This is an optimization exercise on Yosys and OpenROAD, whose aim is small area and a short achievable clock period, not a production implementation.
Only simulation tests tie the RTL to the original design; equivalence was not proved.

Setup of main:
==> flow/design.v (excerpt) <==
module bfp_dot_product (
    input  logic                    i_clk,
    input  logic                    i_reset_n,
    input  logic                    i_valid,
    input  logic [(8 + 16 * (3 + 1))-1:0] i_act,
    input  logic [(8 + 16 * (3 + 1))-1:0] i_weight,
    output logic                    o_valid,
    output logic [(1 + 8 + 23)-1:0]        o_result
);
clock: 10.5 ns
lec_check: 0
cap_margin: 20
core_margin: 2
core_utilization: 40
slew_margin: 20
standard.sh (not shown) runs the stock make flow with config.mk's settings and CLKGATE_MAP_FILE= SYNTH_SCRIPT=/design/flow/synth_recipe.tcl, a recipe that flattens the netlist after the stock synthesis.
==> flow/flow/run.sh <==
#!/bin/bash
# Own layout flow: the standard ORFS flow, with these changes in how the layout is made:
#  - the port buffers are sky130_fd_sc_hd__buf_1 cells (buffer_ports picks a delay cell otherwise);
#  - synthesis skips the generic ABC pass inside Yosys's synth (SYNTH_ARGS=-noabc), so the
#    full adders are extracted from the design's own gates (fewer inverters); the script
#    is still synth_recipe.tcl, so registers keep their names and cell types;
#  - timing repair aims for extra setup slack (SETUP_SLACK_MARGIN), only on the worst endpoints.
# The clock period and constraints are the standard flow's, unchanged.
set -euo pipefail
export BUFFER_PORTS_ARGS="-buffer_cell sky130_fd_sc_hd__buf_1"
export SYNTH_ARGS="-noabc"
export SETUP_SLACK_MARGIN=7.2
export TNS_END_PERCENT=${TNS:-5}
export ABC_AREA=1
bash standard.sh > standard.log 2>&1
--- input diff main..the feature branch ---
--- a/flow/flow/run.sh
+++ b/flow/flow/run.sh
@@ -11,5 +11,4 @@
 export SYNTH_ARGS="-noabc"
-export SETUP_SLACK_MARGIN=7.2
+export SETUP_SLACK_MARGIN=6.9
 export TNS_END_PERCENT=${TNS:-5}
-export ABC_AREA=1
 bash standard.sh > standard.log 2>&1
### Flow results
Every stage of the flow completed for the feature branch, and the final layout passed the timing, design-rule and antenna checks.
Note that the routed wire length recorded for main amounts to 0.938 times the value seen in the feature branch.
The feature branch — full die area 0.58% lower, main as reference
The feature branch vs main — via count of the first global-routing pass dropped by a few percent
Diff main -> the feature branch: setup slack saw a decrease; complex-gate fraction of the synthesized area now larger.


## job 101
Another version of the RTL of bfp_dot_product (not shown whole).
Size: roughly 160 flip-flops, ~180 I/O pins, about 12,000 sq um of cells after synthesis.
Design bfp_dot_product, start of the top module:
module bfp_dot_product (
    input  logic                    i_clk,
    input  logic                    i_reset_n,
    input  logic                    i_valid,
    input  logic [(8 + 16 * (3 + 1))-1:0] i_act,
    input  logic [(8 + 16 * (3 + 1))-1:0] i_weight,
    output logic                    o_valid,
    output logic [(1 + 8 + 23)-1:0]        o_result
);
    logic        v1, v2;
    logic [97:0] s1_r;
    logic [8:0] s1_exp;
    logic [18:0] cut;
    logic [18:0] s2_cut;
    logic [9:0]  s2_e0;
    logic [20:0] res;
    logic [20:0] s3_res;
    always_ff @(posedge i_clk or negedge i_reset_n) begin
        if (!i_reset_n) begin
            v1      <= 1'b0;
            v2      <= 1'b0;
            o_valid <= 1'b0;
        end else begin
            v1      <= i_valid;
            v2      <= v1;
            o_valid <= v2;
        end
    end
    bfp_product_array bfp_product_array_inst (
        .i_clk    (i_clk),
        .i_act    (i_act),
        .i_weight (i_weight),
        .o_r      (s1_r),
        .o_exp    (s1_exp)
  ...
clock: 10.5 ns
lec_check: 0
cap_margin: 20
core_margin: 2
core_utilization: 40
slew_margin: 20
==> flow/flow/run.sh <==
#!/bin/bash
# Own layout flow: the standard ORFS flow, with these changes in how the layout is made:
#  - the port buffers are sky130_fd_sc_hd__buf_1 cells (buffer_ports picks a delay cell otherwise);
#  - synthesis skips the generic ABC pass inside Yosys's synth (SYNTH_ARGS=-noabc), so the
#    full adders are extracted from the design's own gates (fewer inverters); the script
#    is still synth_recipe.tcl, so registers keep their names and cell types;
#  - timing repair aims for extra setup slack (SETUP_SLACK_MARGIN), only on the worst endpoints;
#  - ABC maps for area (ABC_AREA=1), leaving speed to the timing repair;
#  - clock tree synthesis inserts no dummy loads (CTS_ARGS, otherwise ORFS's own arguments).
# The clock period and constraints are the standard flow's, unchanged.
set -euo pipefail
export BUFFER_PORTS_ARGS="-buffer_cell sky130_fd_sc_hd__buf_1"
export SYNTH_ARGS="-noabc"
export SETUP_SLACK_MARGIN=6.85
export TNS_END_PERCENT=${TNS:-5}
export ABC_AREA=1
export CTS_ARGS="-sink_clustering_enable -repair_clock_nets -dont_use_dummy_load"
bash standard.sh > standard.log 2>&1
Inputs modified between job 101 and job 102:
diff --git a/flow/flow/run.sh b/flow/flow/run.sh
--- a/flow/flow/run.sh
+++ b/flow/flow/run.sh
@@ -14 +14 @@
-export SETUP_SLACK_MARGIN=6.85
+export SETUP_SLACK_MARGIN=6.7
==> comparison <==
Each of the runs, namely job 101 and job 102, reached the end of the flow and came out clean.
Against job 101 as the reference, job 102 delivers a lower area growth from synthesis to layout.
Job 102 vs. job 101: clock-pin slew on the worst setup and hold paths comparable, final routed wirelength across all metal layers decreased by about 0.56% relative to the old numbers, count of port buffers added during placement flat, post-route worst hold slack did not really move.
Summary of job 102 over job 101: cell area after placement decreased by 0.93% relative to the old numbers, required time of the worst setup path ~0 delta.
Setup changes, job 102 to job 103
diff --git a/flow/flow/run.sh b/flow/flow/run.sh
--- a/flow/flow/run.sh
+++ b/flow/flow/run.sh
@@ -14 +14 @@
-export SETUP_SLACK_MARGIN=6.7
+export SETUP_SLACK_MARGIN=6.9
Results
- Status: number of nets at the end of the flow parity (job 102, job 103)
- When job 103 is set beside job 102, its wire length on met1 turns out to be 1.3% smaller.
- Routed wire in job 103 totals more than in job 102.
- Vias: job 103 above job 102
- Job 103 vs job 102: clock period minus worst slack down
- Job 102: no failed stages, no open violations at the end
- Job 103 ran to completion and came out clean on the timing, design-rule and antenna checks.
Setup changes, job 103 to job 104
diff --git a/flow/flow/run.sh b/flow/flow/run.sh
--- a/flow/flow/run.sh
+++ b/flow/flow/run.sh
@@ -14 +14 @@
-export SETUP_SLACK_MARGIN=6.9
+export SETUP_SLACK_MARGIN=6.5
## What came out
Looking at the reports, job 104 completed the entire flow and the layout it produced met the timing, design-rule and antenna checks. Run comparison: job 104 end point of the critical path bfp_product_array_inst.o_r[89]; job 103 end point of the critical path bfp_product_array_inst.o_r[72]. Final critical-path setup slack, job 104 and job 103: higher on job 103. Placed cell area was higher in the run labelled job 103. In job 104 relative to job 103, maximum operating frequency had gone down by a little under 10%. Looking at worst setup path startpoint, the i_weight[55] result is from job 104; the i_act[47] one comes from job 103. First-iteration DRC count: lower on job 103. Between job 103 and job 104, the clock network area share does not differ in any meaningful way. Delta (job 104 minus job 103): clock skew now smaller; design area saw a decrease.
The inputs of job 105 differ from those of job 104 as listed below.
diff --git a/flow/flow/run.sh b/flow/flow/run.sh
--- a/flow/flow/run.sh
+++ b/flow/flow/run.sh
@@ -14,2 +14,2 @@
-export SETUP_SLACK_MARGIN=6.5
-export TNS_END_PERCENT=${TNS:-5}
+export SETUP_SLACK_MARGIN=6.85
+export TNS_END_PERCENT=1
Notes after the runs:
In summary, job 105 completed successfully, with a layout that passed the timing, design-rule and antenna checks.
Job 104 was carried through to the last stage, and its layout satisfied the timing, design-rule and antenna checks.
Summary of job 105 over job 104: post-route worst hold slack picked up an extra 0.0059 ns, die area held steady, later-pin clock latency in the skew report +0.02 ns, via count of the first global-routing pass decreased about 1.8%, remaining global-route overflow was more or less identical.
Job 104 was smaller in final cell area than job 105.
Delta (job 105 minus job 104): transition time of the tightest slew-check pin lost 0.060 ns; total length of routed wires picked up an extra 2.5%.
Wire length per cell was lower in the run labelled job 104.


Setup of try-violet:
bfp_dot_product, a different RTL version from the one above (not shown whole).
For scale: ~1100 cells after synthesis, ~180 I/O pins, ~0.012 mm² of cells after synthesis.
==> flow/config.mk <==
export PLATFORM = sky130hd
export DESIGN_NAME = bfp_dot_product
export DESIGN_NICKNAME = bfp_dot_product
export VERILOG_FILES = /design/flow/design.v
export SDC_FILE = /design/flow/constraint.sdc
export NUM_CORES = 4
export LEC_CHECK = 0
export CAP_MARGIN = 20
export CORE_MARGIN = 2
export CORE_UTILIZATION = 40
export SLEW_MARGIN = 20
==> flow/constraint.sdc <==
create_clock -name core_clock -period 10.5 [get_ports {i_clk}]
set_input_delay 2.1000 -clock core_clock [delete_from_list [all_inputs] [get_ports {i_clk}]]
set_output_delay 2.1000 -clock core_clock [all_outputs]
set_load 0.01 [all_outputs]
==> flow/flow/run.sh <==
#!/bin/bash
# Own layout flow: the standard ORFS flow, with these changes in how the layout is made:
#  - the port buffers are sky130_fd_sc_hd__buf_1 cells (buffer_ports picks a delay cell otherwise);
#  - synthesis skips the generic ABC pass inside Yosys's synth (SYNTH_ARGS=-noabc), so the
#    full adders are extracted from the design's own gates (fewer inverters); the script
#    is still synth_recipe.tcl, so registers keep their names and cell types;
#  - timing repair aims for extra setup slack (SETUP_SLACK_MARGIN), only on the worst endpoints.
# The clock period and constraints are the standard flow's, unchanged.
set -euo pipefail
export BUFFER_PORTS_ARGS="-buffer_cell sky130_fd_sc_hd__buf_1"
export SYNTH_ARGS="-noabc"
export SETUP_SLACK_MARGIN=6.9
export TNS_END_PERCENT=${TNS:-5}
export CTS_CLUSTER_SIZE=60
export CTS_CLUSTER_DIAMETER=100
bash standard.sh > standard.log 2>&1
The flow did not stop early for try-violet: all stages ran, and the layout cleared the timing, design-rule and antenna checks.
--- input diff try-violet..try-nickel ---
--- a/flow/flow/run.sh
+++ b/flow/flow/run.sh
@@ -13,4 +13,2 @@
 export TNS_END_PERCENT=${TNS:-5}
-export CTS_CLUSTER_SIZE=60
-export CTS_CLUSTER_DIAMETER=100
 bash standard.sh > standard.log 2>&1
==> comparison <==
- From try-violet to try-nickel the numbers moved as follows: cell area closely matched the old numbers, via count closely matched the old numbers, wire length of the first global-routing pass closely matched the old numbers.
- From try-violet to try-nickel the numbers moved as follows: number of sinks handled by clock tree synthesis ~0 delta; met2 usage in global routing shows no meaningful change.
Input-level comparison between try-lagoon and try-nickel:
- setting PLACE_DENSITY to 0.7 for the first time
- changing CORE_UTILIZATION from 40 to 60
--- outcome ---
First-pass GRT wire length, try-nickel and try-lagoon, higher one = try-nickel. try-lagoon gives more detailed-router iteration count before antenna repair than try-nickel did. When try-lagoon is measured against try-nickel, its global-route usage turns out 10 points higher. Delta (try-lagoon minus try-nickel): wire length the detailed router placed on met1 lost 4.2%, fraction of standard cell area that is sequential shows an increase of 0.26 points, maximum frequency has decreased, die outline area decreased about 33%, share of post-route cells with drive strength above 1 went down. Run comparison: try-nickel highest signal layer in the routed design met4; try-lagoon highest signal layer in the routed design met5. try-lagoon: ratio of final minimum period to clock period 0.35 points above try-nickel. | wire length on met3 | higher: try-lagoon |.

## afterwards: timing with drivers on the ports
The flow's constraints put no driver on any port. The routed layouts listed below were extracted and timed again, unchanged, in two steps. Step 1 (the two cells are an assumption about what drives the block):
set clk [get_ports {i_clk}]
set_driving_cell -lib_cell sky130_fd_sc_hd__clkbuf_16 $clk
set_driving_cell -lib_cell sky130_fd_sc_hd__buf_2 [delete_from_list [all_inputs] $clk]
Step 2 times the ports against the registers' clock, not the clock port: input delays grow and output delays shrink by t, the midpoint of the rising clock arrivals with the driver on. Slacks: ideal ports / drivers / drivers and shift; pairs: ideal ports / drivers.
run | t (ns) | setup slack, ns | worst setup path at the end
main | 0.461 | 7.054 / 7.077 / 6.616 | input to register
the feature branch | 0.467 | 6.899 / 6.899 / 6.453 | input to register
job 101 | 0.480 | 7.016 / 7.042 / 6.562 | input to register
job 102 | 0.465 | 6.802 / 6.830 / 6.365 | input to register
job 103 | 0.468 | 7.045 / 7.047 / 6.605 | input to register
job 104 | 0.465 | 6.729 / 6.753 / 6.288 | input to register
job 105 | 0.480 | 7.016 / 7.042 / 6.562 | input to register
try-violet | 0.480 | 6.845 / 6.842 / 6.395 | input to register
try-nickel | 0.480 | 6.845 / 6.842 / 6.395 | input to register
try-lagoon | 0.466 | 6.809 / 6.830 / 6.364 | input to register
After both steps setup and hold are still met in every run listed.
